From an optimization exercise on the open Yosys and OpenROAD flow, aimed at small area, a short achievable clock period and few clock cycles per item; shortcuts taken in it are not production practice.
Only simulation tests tie the RTL to the original design; equivalence was not proved.
Power and IR drop assume default switching activity.

$ cat config.mk
export PLATFORM = sky130hd
export DESIGN_NAME = block_cache_lru_directory_core
export DESIGN_NICKNAME = block_cache_lru_directory_core
export VERILOG_FILES = /design/flow/design.v
export SDC_FILE = /design/flow/constraint.sdc
export NUM_CORES = 4
export LEC_CHECK = 0
export CAP_MARGIN = 40
export CORE_MARGIN = 2
export CORE_UTILIZATION = 40
export SLEW_MARGIN = 40
$ cat constraint.sdc
create_clock -name core_clock -period 7.5 [get_ports {i_clk}]
set_input_delay 1.5000 -clock core_clock [delete_from_list [all_inputs] [get_ports {i_clk}]]
set_output_delay 1.5000 -clock core_clock [all_outputs]
set_load 0.01 [all_outputs]
$ cat design.v
package bcld_pkg;
    localparam int unsigned BLK_W    = 32;
    localparam int unsigned SLOT_O_W = 4;
    typedef enum logic [0:0] {
        CMD_ACCESS  = 1'b0,
        CMD_RECLAIM = 1'b1
    } t_cmd;
    typedef enum logic [2:0] {
        ST_HIT      = 3'd0,
        ST_INSERTED = 3'd1,
        ST_FULL     = 3'd2,
        ST_RANGE    = 3'd3,
        ST_EVICTED  = 3'd4,
        ST_EMPTY    = 3'd5
    } t_status;
    typedef struct packed {
        logic touch;
        logic insert;
        logic evict;
    } t_lru_op;
endpackage
module bcld_tags #(
    parameter int unsigned SLOTS = 16,
    parameter int unsigned TAG_W = 32
) (
    input  logic               i_clk,
    input  logic               i_we,
    input  logic [SLOTS-1:0]   i_sel,
    input  logic [TAG_W-1:0]   i_wdata,
    input  logic [TAG_W-1:0]   i_key,
    input  logic [SLOTS-1:0]   i_valid,
    output logic [SLOTS-1:0]   o_hit,
    output logic [TAG_W-1:0]   o_rdata
);
    logic [TAG_W-1:0] r_tag [SLOTS];
    logic [SLOTS-1:0] match;
    always_ff @(posedge i_clk) begin
        for (int i = 0; i < SLOTS; i++) begin
            if (i_we && i_sel[i]) begin
                r_tag[i] <= i_wdata;
            end
        end
    end
    always_comb begin
        for (int i = 0; i < SLOTS; i++) begin
            match[i] = i_valid[i] && (r_tag[i] == i_key);
        end
    end
    assign o_hit = match & (~match + SLOTS'(1));
    always_comb begin
        o_rdata = '0;
        for (int i = 0; i < SLOTS; i++) begin
            if (i_sel[i]) begin
                o_rdata = o_rdata | r_tag[i];
            end
        end
    end
endmodule
module bcld_lru #(
    parameter int unsigned SLOTS = 16
) (
    input  logic                          i_clk,
    input  logic                          i_rst_n,
    input  bcld_pkg::t_lru_op             i_op,
    input  logic [SLOTS-1:0]              i_sel,
    output logic [SLOTS-1:0]              o_valid,
    output logic [$clog2(SLOTS+1)-1:0]    o_count,
    output logic [SLOTS-1:0]              o_victim
);
    localparam int unsigned RANK_W = $clog2(SLOTS);
    localparam int unsigned CNT_W  = $clog2(SLOTS + 1);
    logic [SLOTS-1:0]  r_valid, n_valid;
    logic [RANK_W-1:0] r_rank [SLOTS];
    logic [RANK_W-1:0] n_rank [SLOTS];
    logic [CNT_W-1:0]  r_count, n_count;
    logic [RANK_W-1:0] sel_rank;
    logic [SLOTS-1:0]  cand;
    always_comb begin
        sel_rank = '0;
        for (int i = 0; i < SLOTS; i++) begin
            if (i_sel[i]) begin
                sel_rank = sel_rank | r_rank[i];
            end
        end
    end
    always_comb begin
        n_valid = r_valid;
        n_count = r_count;
        for (int i = 0; i < SLOTS; i++) begin
            n_rank[i] = r_rank[i];
            if (i_op.touch) begin
                if (i_sel[i]) begin
                    n_rank[i] = '0;
                end else if (r_valid[i] && (r_rank[i] < sel_rank)) begin
                    n_rank[i] = r_rank[i] + RANK_W'(1);
                end
            end else if (i_op.insert) begin
                if (i_sel[i]) begin
                    n_valid[i] = 1'b1;
                    n_rank[i]  = '0;
                end else if (r_valid[i]) begin
                    n_rank[i] = r_rank[i] + RANK_W'(1);
                end
            end else if (i_op.evict) begin
                if (i_sel[i]) begin
                    n_valid[i] = 1'b0;
                    n_rank[i]  = '0;
                end
            end
        end
        if (i_op.insert) begin
            n_count = r_count + CNT_W'(1);
        end else if (i_op.evict) begin
            n_count = r_count - CNT_W'(1);
        end
    end
    always_ff @(posedge i_clk) begin
        if (!i_rst_n) begin
            r_valid <= '0;
            r_count <= '0;
            for (int i = 0; i < SLOTS; i++) begin
                r_rank[i] <= '0;
            end
        end else begin
            r_valid <= n_valid;
            r_count <= n_count;
            for (int i = 0; i < SLOTS; i++) begin
                r_rank[i] <= n_rank[i];
            end
        end
    end
    always_comb begin
        for (int i = 0; i < SLOTS; i++) begin
            cand[i] = r_valid[i] && ((CNT_W'(r_rank[i]) + CNT_W'(1)) == r_count);
        end
    end
    assign o_victim = cand & (~cand + SLOTS'(1));
    assign o_valid  = r_valid;
    assign o_count  = r_count;
endmodule
module block_cache_lru_directory_core #(
    parameter int unsigned SLOTS      = 16,
    parameter int unsigned BLOCK_BITS = 32
) (
    input  logic                           i_clk,
    input  logic                           i_rst_n,
    input  logic                           i_in_valid,
    output logic                           o_in_stall,
    input  logic [0:0]                     i_cmd,
    input  logic [bcld_pkg::BLK_W-1:0]     i_block_number,
    output logic                           o_out_valid,
    input  logic                           i_out_stall,
    output logic [2:0]                     o_status,
    output logic [bcld_pkg::SLOT_O_W-1:0]  o_slot,
    output logic [bcld_pkg::BLK_W-1:0]     o_evicted_block,
    input  logic                           i_cfg_we,
    input  logic [bcld_pkg::BLK_W-1:0]     i_cfg_data
);
    localparam int unsigned SLOT_W = $clog2(SLOTS);
    localparam int unsigned CNT_W  = $clog2(SLOTS + 1);
    logic                            r_s1_valid;
    logic [0:0]                  r_s1_cmd;
    logic [bcld_pkg::BLK_W-1:0]      r_s1_blk;
    logic [bcld_pkg::BLK_W-1:0]      r_device_blocks;
    logic                            r_out_valid;
    logic [2:0]               r_status, n_status;
    logic [bcld_pkg::SLOT_O_W-1:0]   r_slot, n_slot;
    logic [bcld_pkg::BLK_W-1:0]      r_evict, n_evict;
    logic                            s1_adv;
    bcld_pkg::t_lru_op               lru_op;
    logic [SLOTS-1:0]                sel;
    logic [SLOTS-1:0]                valid_vec, hit_vec, victim_vec, free_vec;
    logic [CNT_W-1:0]                count;
    logic [BLOCK_BITS-1:0]           key, rdata;
    function automatic logic [SLOT_W-1:0] f_encode(input logic [SLOTS-1:0] oh);
        logic [SLOT_W-1:0] idx;
        idx = '0;
        for (int i = 0; i < SLOTS; i++) begin
            if (oh[i]) begin
                idx = idx | SLOT_W'(i);
            end
        end
        f_encode = idx;
    endfunction
    assign s1_adv     = r_s1_valid && (!r_out_valid || !i_out_stall);
    assign o_in_stall = r_s1_valid && !s1_adv;
    assign key        = BLOCK_BITS'(r_s1_blk);
    assign free_vec   = ~valid_vec & (valid_vec + SLOTS'(1));
    always_ff @(posedge i_clk) begin
        if (!i_rst_n) begin
            r_s1_valid      <= 1'b0;
            r_out_valid     <= 1'b0;
            r_device_blocks <= '1;
        end else begin
            if (i_cfg_we) begin
                r_device_blocks <= i_cfg_data;
            end
            if (!o_in_stall) begin
                r_s1_valid <= i_in_valid;
            end
            if (s1_adv) begin
                r_out_valid <= 1'b1;
            end else if (!i_out_stall) begin
                r_out_valid <= 1'b0;
            end
        end
    end
    always_ff @(posedge i_clk) begin
        if (!o_in_stall && i_in_valid) begin
            r_s1_cmd <= bcld_pkg::t_cmd'(i_cmd);
            r_s1_blk <= i_block_number;
        end
        if (s1_adv) begin
            r_status <= n_status;
            r_slot   <= n_slot;
            r_evict  <= n_evict;
        end
    end
    always_comb begin
        lru_op   = '0;
        sel      = '0;
        n_status = bcld_pkg::ST_EMPTY;
        n_slot   = '0;
        n_evict  = '0;
        if (r_s1_cmd == bcld_pkg::CMD_RECLAIM) begin
            if ((count != '0) && (|victim_vec)) begin
                sel          = victim_vec;
                lru_op.evict = s1_adv;
                n_status     = bcld_pkg::ST_EVICTED;
                n_slot       = bcld_pkg::SLOT_O_W'(f_encode(victim_vec));
                n_evict      = bcld_pkg::BLK_W'(rdata);
            end
        end else if (r_s1_blk >= r_device_blocks) begin
            n_status = bcld_pkg::ST_RANGE;
        end else if (|hit_vec) begin
            sel          = hit_vec;
            lru_op.touch = s1_adv;
            n_status     = bcld_pkg::ST_HIT;
            n_slot       = bcld_pkg::SLOT_O_W'(f_encode(hit_vec));
        end else if (|free_vec) begin
            sel           = free_vec;
            lru_op.insert = s1_adv;
            n_status      = bcld_pkg::ST_INSERTED;
            n_slot        = bcld_pkg::SLOT_O_W'(f_encode(free_vec));
        end else begin
            n_status = bcld_pkg::ST_FULL;
        end
    end
    bcld_tags #(
        .SLOTS (SLOTS),
        .TAG_W (BLOCK_BITS)
    ) u_tags (
        .i_clk   (i_clk),
        .i_we    (lru_op.insert),
        .i_sel   (sel),
        .i_wdata (key),
        .i_key   (key),
        .i_valid (valid_vec),
        .o_hit   (hit_vec),
        .o_rdata (rdata)
    );
    bcld_lru #(
        .SLOTS (SLOTS)
    ) u_lru (
        .i_clk    (i_clk),
        .i_rst_n  (i_rst_n),
        .i_op     (lru_op),
        .i_sel    (sel),
        .o_valid  (valid_vec),
        .o_count  (count),
        .o_victim (victim_vec)
    );
    assign o_out_valid     = r_out_valid;
    assign o_status        = r_status;
    assign o_slot          = r_slot;
    assign o_evicted_block = r_evict;
endmodule
$ cat run.sh
#!/bin/bash
# synth_recipe.tcl (not shown) runs the flow's synth.tcl, then flattens the netlist and writes it again
# the make line also repeats each setting of config.mk as NAME=value (left out here)
make -C /OpenROAD-flow-scripts/flow DESIGN_CONFIG=/design/flow/config.mk WORK_HOME=/design/flow/orfs CLKGATE_MAP_FILE= SYNTH_SCRIPT=/design/flow/synth_recipe.tcl finish
==> run_results.csv <==
group,metric,value,unit
power_and_ir_drop,p_per_area,209,mW/mm^2
floorplan,rows,114,
power_and_ir_drop,p_leak,15.0,nW
logic_synthesis,ys_types,94,
route,avgRoutedWirePerCell,33.4,um
sta,finalHoldViolCount,0,
layout,layout_common_cells,"edfxtp_1, xor2_1, xnor2_1",
floorplan,start_util,40.3,%
power_and_ir_drop,pwr-share-clk,44.6,%
logic_synthesis,synth_seq_area_share,51.3,%
logic_synthesis,yosys_warnings,6,
logic_synthesis,synthArstFlopShare,0,%
route,vias,32400,
power_and_ir_drop,p_total,9.42,mW
clock_network,cts_tree,"built",
clock_network,cts_buffer_depth,3,
logic_synthesis,synth_flop_cell,"edfxtp_1",
route,dr.first_iter.drc_count,5298,
logic_synthesis,synthDominantCellAreaShare,45.1,%
logic_synthesis,synth-edff-count,584,
logic_synthesis,syn-cell-area,0.0389,mm^2
place,gp_congestion,1.03,
sta,setup_violations,0,
route,via_per_inst,6.50,
power_and_ir_drop,pwr-share-seq,46.0,%
sta,setup_tns,0,ns
power_and_ir_drop,p_sw,2.46,mW
route,finalWirelength,166000,um
logic_synthesis,synth.largest_area_cell,"edfxtp_1",
clock_network,numClockSinks,703,
worst_setup_path,critPathRequiredTime,8.10,ns
clock_network,cts_setup_buffers,0,
sta,worst_pin_slew,1.02,ns
global_route,antenna_found_initial,3,
sta,rsz0062_at_grt,"no",
place,port_buffers,110,
layout,post-route-util,46.8,%
route,postRouteAntennaNets,0,
power_and_ir_drop,p_sw_share,26.1,%
worst_setup_path,crit_path_end_kind,"register",
floorplan,die_h,316,um
place,dpl.hpwl,125000,um
layout,drive_above_1_share,10.8,%
worst_setup_path,crit_type,"reg -> reg",
power_and_ir_drop,power.internal,6.96,mW
clock_network,cts-resized-gates,0,
sta,skew,0.0784,ns
place,dp.cells,4826,
clock_network,clk_pin_slew,0.06,ns
clock_network,insertion_delay,0.71,ns
outcome,status,"timing/DRC/antenna clean",
worst_hold_path,hold_path_class,"reg -> reg",
logic_synthesis,netlist_instances,3473,
route,drt_pass1_iterations,8,
global_route,grt.overflow.total,0,
layout,final_common_cell,"edfxtp_1",
clock_network,cts.htree.levels,3,
job,cap_violations,0,
floorplan,die_w,316,um
floorplan,dieArea,0.0997,mm^2
clock_network,postCtsHoldBufs,0,
route,drc,0,
logic_synthesis,avgSynthCellArea,11.2,um^2
global_route,track_usage,32.7,%
sta,drv_slew,0,
global_route,grt_pass1_vias,30300,
sta,finalCriticalPeriod,7.09,ns
logic_synthesis,synth_nets,3643,
floorplan,io_pins,111,
sta,fmax,0.141,GHz
logic_synthesis,synth.area.top_cells,"edfxtp_1, xor2_1, dfxtp_1",
power_and_ir_drop,power_frac_comb,9.4,%
layout,nets,3804,
worst_setup_path,arrival,7.69,ns
layout,stdcell_area,0.0451,mm^2
global_route,grt_max_degree,64,
power_and_ir_drop,vdd_drop_max,0.164,mV
logic_synthesis,ys_ff_latch,703,
floorplan,coreArea,0.0964,mm^2
layout,fin_cells,4978,
sta,period_share,94.5,%
sta,slew_headroom,31.7,%
global_route,grt_pass1_wl,231000,um
clock_network,cts_root_buf,"clkbuf_16",
clock_network,cts_buffers,82,
place,placed_area,0.0423,mm^2
worst_setup_path,crit_fanout,14,
worst_setup_path,cp-start-kind,"register",
layout,num_antenna_cells,0,
layout,area_growth,16.2,%
power by group through the flow:
stage	clock [mW]	sequential (mW)	combinational, mW
after floorplan	0	4.39	0.450
after global placement	0	4.42	0.847
after detailed placement	0	4.42	0.854
after CTS	4.23	4.33	0.858
after global routing	4.38	4.33	0.915
final	4.20	4.33	0.886
synth_stat cells, types with 61 or more instances:
library cell and instances:
a21oi_1 145, a22oi_1 103, buf_2 61, clkbuf_1 125, dfxtp_1 119, edfxtp_1 584
ha_1 99, inv_1 78, nand2_1 219, nand3_1 103, nand4_1 156, nor2_1 108
nor3_1 74, nor4_1 146, o21ai_0 75, xnor2_1 267, xor2_1 312
metrics by stage:
step | hold WS [ns] | setup WS (ns)
2_1_floorplan | 0.448 | 0.744
3_3_place_gp | 0.463 | 0.692
3_5_place_dp | 0.471 | 0.592
4_1_cts | 0.486 | 0.545
5_1_grt | 0.513 | 0.0766
6_report | 0.484 | 0.410
routing by layer:
layer | vias up | wire length, um | track usage, %
li1 | 13700 | - | -
met1 | 16000 | 66100 | 44.8
met2 | 2249 | 72900 | 49.8
met3 | 378 | 17700 | 6.31
met4 | 2 | 9570 | 16.0
met5 | - | 13 | 0
critical path: stages (launching register included):
cell	delay [ns]
edfxtp_1	0.70
buf_4	0.36
xnor2_1	0.44
nand2_1	0.17
or4_1	0.51
or3_1	0.41
nand4_1	0.25
nand3b_2	0.38
nor2_1	0.23
a21oi_1	0.31
o22ai_4	0.15
a22o_1	0.25
a221oi_1	0.60
nand4_1	0.19
a21oi_2	0.33
buf_4	0.27
ha_1	0.25
o21a_1	0.11
o21a_1	0.16
o21ai_0	0.23
a21oi_1	0.06
or3_1	0.38
o32ai_1	0.24
cell type report:
type	count	area [um^2]
well taps	1276	1600
multi-input cells	2475	17900
clock buffers	95	2160
repair buffers	293	2640
clock inverters	57	647
fillers	8926	51300
flip-flops and latches	703	19900
inverters	79	297
registers in the layout, indices dropped and copies added (netlist names), 4 cells and up:
signal           cells
r_s1_blk            32
u_lru.r_count        5
u_lru.r_valid       16
r_slot               4
r_device_blocks     32
r_evict             32
u_lru.r_rank        64
u_tags.r_tag       512
path summary, 6_finish.rpt:
kind,from,to,slack (ns),cells after the start
max,r_s1_blk[9],u_lru.r_rank[0][3],0.41,22
min,r_device_blocks[0],r_device_blocks[0],0.48,2
max reg2reg,r_s1_blk[9],u_lru.r_rank[0][3],0.41,22
min reg2reg,r_device_blocks[0],r_device_blocks[0],0.48,2
cells by family after synthesis:
logic type,after synthesis,synth area share [%]
AO/OA/AOI/OAI,709,13.6
XOR/XNOR,579,13.1
adder cells (fa/ha/maj),100,3.24
buffers and inverters,295,3.24
flip-flops,703,51.3
multiplexers,12,0.322
AND/OR/NAND/NOR,1075,15.3
Testbench counts, summed over its fixed seeds: cycles 24,016, requests 24,000.

separate check: timing with driven ports:
The flow's constraints put no driver on any port. The routed layout listed below was extracted and timed again, unchanged, in two steps. Step 1, drivers: a clkbuf_16 drives i_clk and a buf_2 each remaining input, both assumed. Step 2 times the ports against the registers' clock, not the clock port: input delays grow and output delays shrink by t, the midpoint of the rising clock arrivals with the driver on. Three values: no drivers, after step 1, after step 2; two values: the first two.
t (ns): 0.741
setup slack, ns: 0.410 / 0.410 / 0.410
worst data-port slew with drivers (ns): 0.05
cell pins on the clock port's net: 1
After both steps setup and hold are still met in this run. For this run, drivers alone change the setup slack by 0.000 ns; drivers and shift together by 0.000 ns.
